This design comes from an exercise in tuning for small area on the open sky130 flow, not from production work. Only simulation tests tie the RTL to the original design; equivalence was not proved.

Setup of willow:
==> module beat_fifo, before the edit <==
module beat_fifo #(
	parameter int  WIDTH     = 16,
	parameter int  DEPTH     = 256
) (
	input  logic     clk_125m,
	input  logic     sys_rst,
	input  logic     i_push,
	input  logic [WIDTH-1:0] i_data,
	input  logic     i_pop,
	output logic [WIDTH-1:0] o_data,
	output logic     o_full,
	output logic     o_empty
);
	localparam int PTR_W = $clog2(DEPTH);
	localparam int N3    = (DEPTH - 2 * (DEPTH % 3 == 1 ? 2 : (DEPTH % 3 == 2 ? 1 : 0))) / 3;
	localparam int N2    = (DEPTH - 3 * N3) / 2;
	localparam int NG    = N3 + N2;
	logic [WIDTH-1:0] mem [DEPTH];
	logic [PTR_W:0]   wr_ptr, rd_ptr;
	logic [PTR_W-1:0] rd_next;                            
	logic [DEPTH-1:0] rd_sel;
	logic [WIDTH-1:0] grp_n [NG];
	logic [WIDTH-1:0] next_word, head;
	always_ff @(posedge clk_125m) begin
		if (i_push)
			mem[wr_ptr[PTR_W-1:0]] <= i_data;
	end
	always_ff @(posedge clk_125m) begin
		if (sys_rst) begin
			wr_ptr <= '0;
			rd_ptr <= '0;
		end else begin
			if (i_push)
				wr_ptr <= wr_ptr + 1'b1;
			if (i_pop)
				rd_ptr <= rd_ptr + 1'b1;
		end
	end
	assign rd_next = rd_ptr[PTR_W-1:0] + 1'b1;
	always_comb begin
		rd_sel = '0;
		rd_sel[rd_next] = 1'b1;
	end
	for (genvar b = 0; b < WIDTH; b++) begin : g_bit
		for (genvar g = 0; g < N3; g++) begin : g_sel3
			rd_sel3 i_sel (
				.i_sel (rd_sel[3*g +: 3]),
				.i_d   ({mem[3*g+2][b], mem[3*g+1][b], mem[3*g][b]}),
				.o_yn  (grp_n[g][b])
			);
		end
		for (genvar g = 0; g < N2; g++) begin : g_sel2
			rd_sel2 i_sel (
				.i_sel (rd_sel[3*N3+2*g +: 2]),
				.i_d   ({mem[3*N3+2*g+1][b], mem[3*N3+2*g][b]}),
				.o_yn  (grp_n[N3+g][b])
			);
		end
	end
	always_comb begin
		next_word = '0;
		for (int g = 0; g < NG; g++)
			next_word = next_word | ~grp_n[g];
	end
	always_ff @(posedge clk_125m) begin
		if (i_pop)
			head <= (i_push && wr_ptr[PTR_W-1:0] == rd_next) ? i_data : next_word;
		else if (o_empty)
			head <= i_data;
	end
	assign o_data  = head;
	assign o_full  = (wr_ptr == {~rd_ptr[PTR_W], rd_ptr[PTR_W-1:0]});
	assign o_empty = (wr_ptr == rd_ptr);
endmodule
export LEC_CHECK = 0
export CAP_MARGIN = 20
export CORE_MARGIN = 2
export CORE_UTILIZATION = 60
export CTS_CLUSTER_DIAMETER = 80
export CTS_CLUSTER_SIZE = 28
export PLACE_DENSITY = 0.72
export SLEW_MARGIN = 20
export SYNTH_HIERARCHICAL = 1
export SYNTH_MEMORY_MAX_BITS = 8192
create_clock -name core_clock -period 9.0 [get_ports {clk_125m}]
standard.sh (not shown) runs the stock make flow with config.mk's settings and CLKGATE_MAP_FILE= SYNTH_SCRIPT=/design/flow/synth_recipe.tcl, a recipe that flattens the netlist after the stock synthesis.
==> flow/flow/run.sh <==
#!/bin/bash
# Own flow: the standard layout (standard.sh, standard synthesis unchanged),
# with the port buffers made with the smallest buffer cell and the clock tree
# built without dummy loads. make's full output goes to flow_make.log here.
set -euo pipefail
cd "$(dirname "$0")/.."
export BUFFER_PORTS_ARGS="-buffer_cell sky130_fd_sc_hd__buf_1"
export CTS_ARGS="-sink_clustering_enable -repair_clock_nets -sink_clustering_size 28 -sink_clustering_max_diameter 80 -dont_use_dummy_load"
bash standard.sh finish > flow_make.log 2>&1
> inputs changed (willow -> maple)
--- a/flow/design.v
+++ b/flow/design.v
@@ -70,8 +70,15 @@
 	output logic       o_yn
 );
 	assign o_yn = ~((i_sel[0] & i_d[0]) | (i_sel[1] & i_d[1]));
 endmodule
+module dec_and (
+	input  logic i_a,
+	input  logic i_b,
+	output logic o_y
+);
+	assign o_y = i_a & i_b;
+endmodule
 module beat_fifo #(
 	parameter int  WIDTH     = 16,
 	parameter int  DEPTH     = 256
 ) (
@@ -93,11 +100,27 @@
 	logic [PTR_W-1:0] rd_next;                            
 	logic [DEPTH-1:0] rd_sel;
 	logic [WIDTH-1:0] grp_n [NG];
 	logic [WIDTH-1:0] next_word, head;
-	always_ff @(posedge clk_125m) begin
-		if (i_push)
-			mem[wr_ptr[PTR_W-1:0]] <= i_data;
+	logic [15:0] wr_lo, wr_hi, rd_lo, rd_hi;
+	logic [DEPTH-1:0] wr_en;
+	always_comb begin
+		wr_lo = '0;
+		wr_hi = '0;
+		rd_lo = '0;
+		rd_hi = '0;
+		wr_lo[wr_ptr[3:0]] = 1'b1;
+		wr_hi[wr_ptr[7:4]] = i_push;
+		rd_lo[rd_next[3:0]] = 1'b1;
+		rd_hi[rd_next[7:4]] = 1'b1;
+	end
+	for (genvar i = 0; i < DEPTH; i++) begin : g_word
+		dec_and i_wr_dec (.i_a(wr_hi[i/16]), .i_b(wr_lo[i%16]), .o_y(wr_en[i]));
+		dec_and i_rd_dec (.i_a(rd_hi[i/16]), .i_b(rd_lo[i%16]), .o_y(rd_sel[i]));
+		always_ff @(posedge clk_125m) begin
+			if (wr_en[i])
+				mem[i] <= i_data;
+		end
 	end
 	always_ff @(posedge clk_125m) begin
 		if (sys_rst) begin
 			wr_ptr <= '0;
@@ -109,12 +132,8 @@
 				rd_ptr <= rd_ptr + 1'b1;
 		end
 	end
 	assign rd_next = rd_ptr[PTR_W-1:0] + 1'b1;
-	always_comb begin
-		rd_sel = '0;
-		rd_sel[rd_next] = 1'b1;
-	end
 	for (genvar b = 0; b < WIDTH; b++) begin : g_bit
 		for (genvar g = 0; g < N3; g++) begin : g_sel3
 			rd_sel3 i_sel (
 				.i_sel (rd_sel[3*g +: 3]),
Findings:
maple against willow: worst hold slack lower, wire length on met3 has decreased, remaining max-slew budget at the tightest pin went down 6.3 points.
Compared with willow, non-clock buffer count in maple decreased by more than half.
Between maple and willow, the fraction of area in clock buffers and inverters figures differ only marginally.
As of maple, synthesized cell count had fallen slightly compared to willow.
Measured against each other, willow and maple differ in final worst-path cycle share, the lower figure coming from maple.
Summary of maple over willow: design area moved down; final critical delay including setup and external delays moved down; fraction of area in registers moved up.

==> static timing again, ports no longer ideal <==
The results above use ideal ports. As a check the final layouts listed here were re-extracted and re-timed, cells and wires unchanged.
Step 1 (the two cells are an assumption about what drives the block):
set clk [get_ports {clk_125m}]
set_driving_cell -lib_cell sky130_fd_sc_hd__clkbuf_16 $clk
set_driving_cell -lib_cell sky130_fd_sc_hd__buf_2 [delete_from_list [all_inputs] $clk]
Step 2 moves the port delays by t, midway between the first and last clock arrival at a register: inputs arrive t later, outputs are due t later. That takes back most of the time a late clock gives input paths.
Three values: ideal, step 1, step 2; two values: the first two.
| run | shift t [ns] | slack for setup (ns) | worst setup path after step 2 | pins driven straight from the clock port |
|---|---|---|---|---|
| willow | 0.948 | 1.258 / 1.258 / 1.258 | register to register | 1 |
| maple | 0.958 | 1.894 / 1.894 / 1.894 | register to register | 1 |
After both steps every run listed still meets setup and hold.
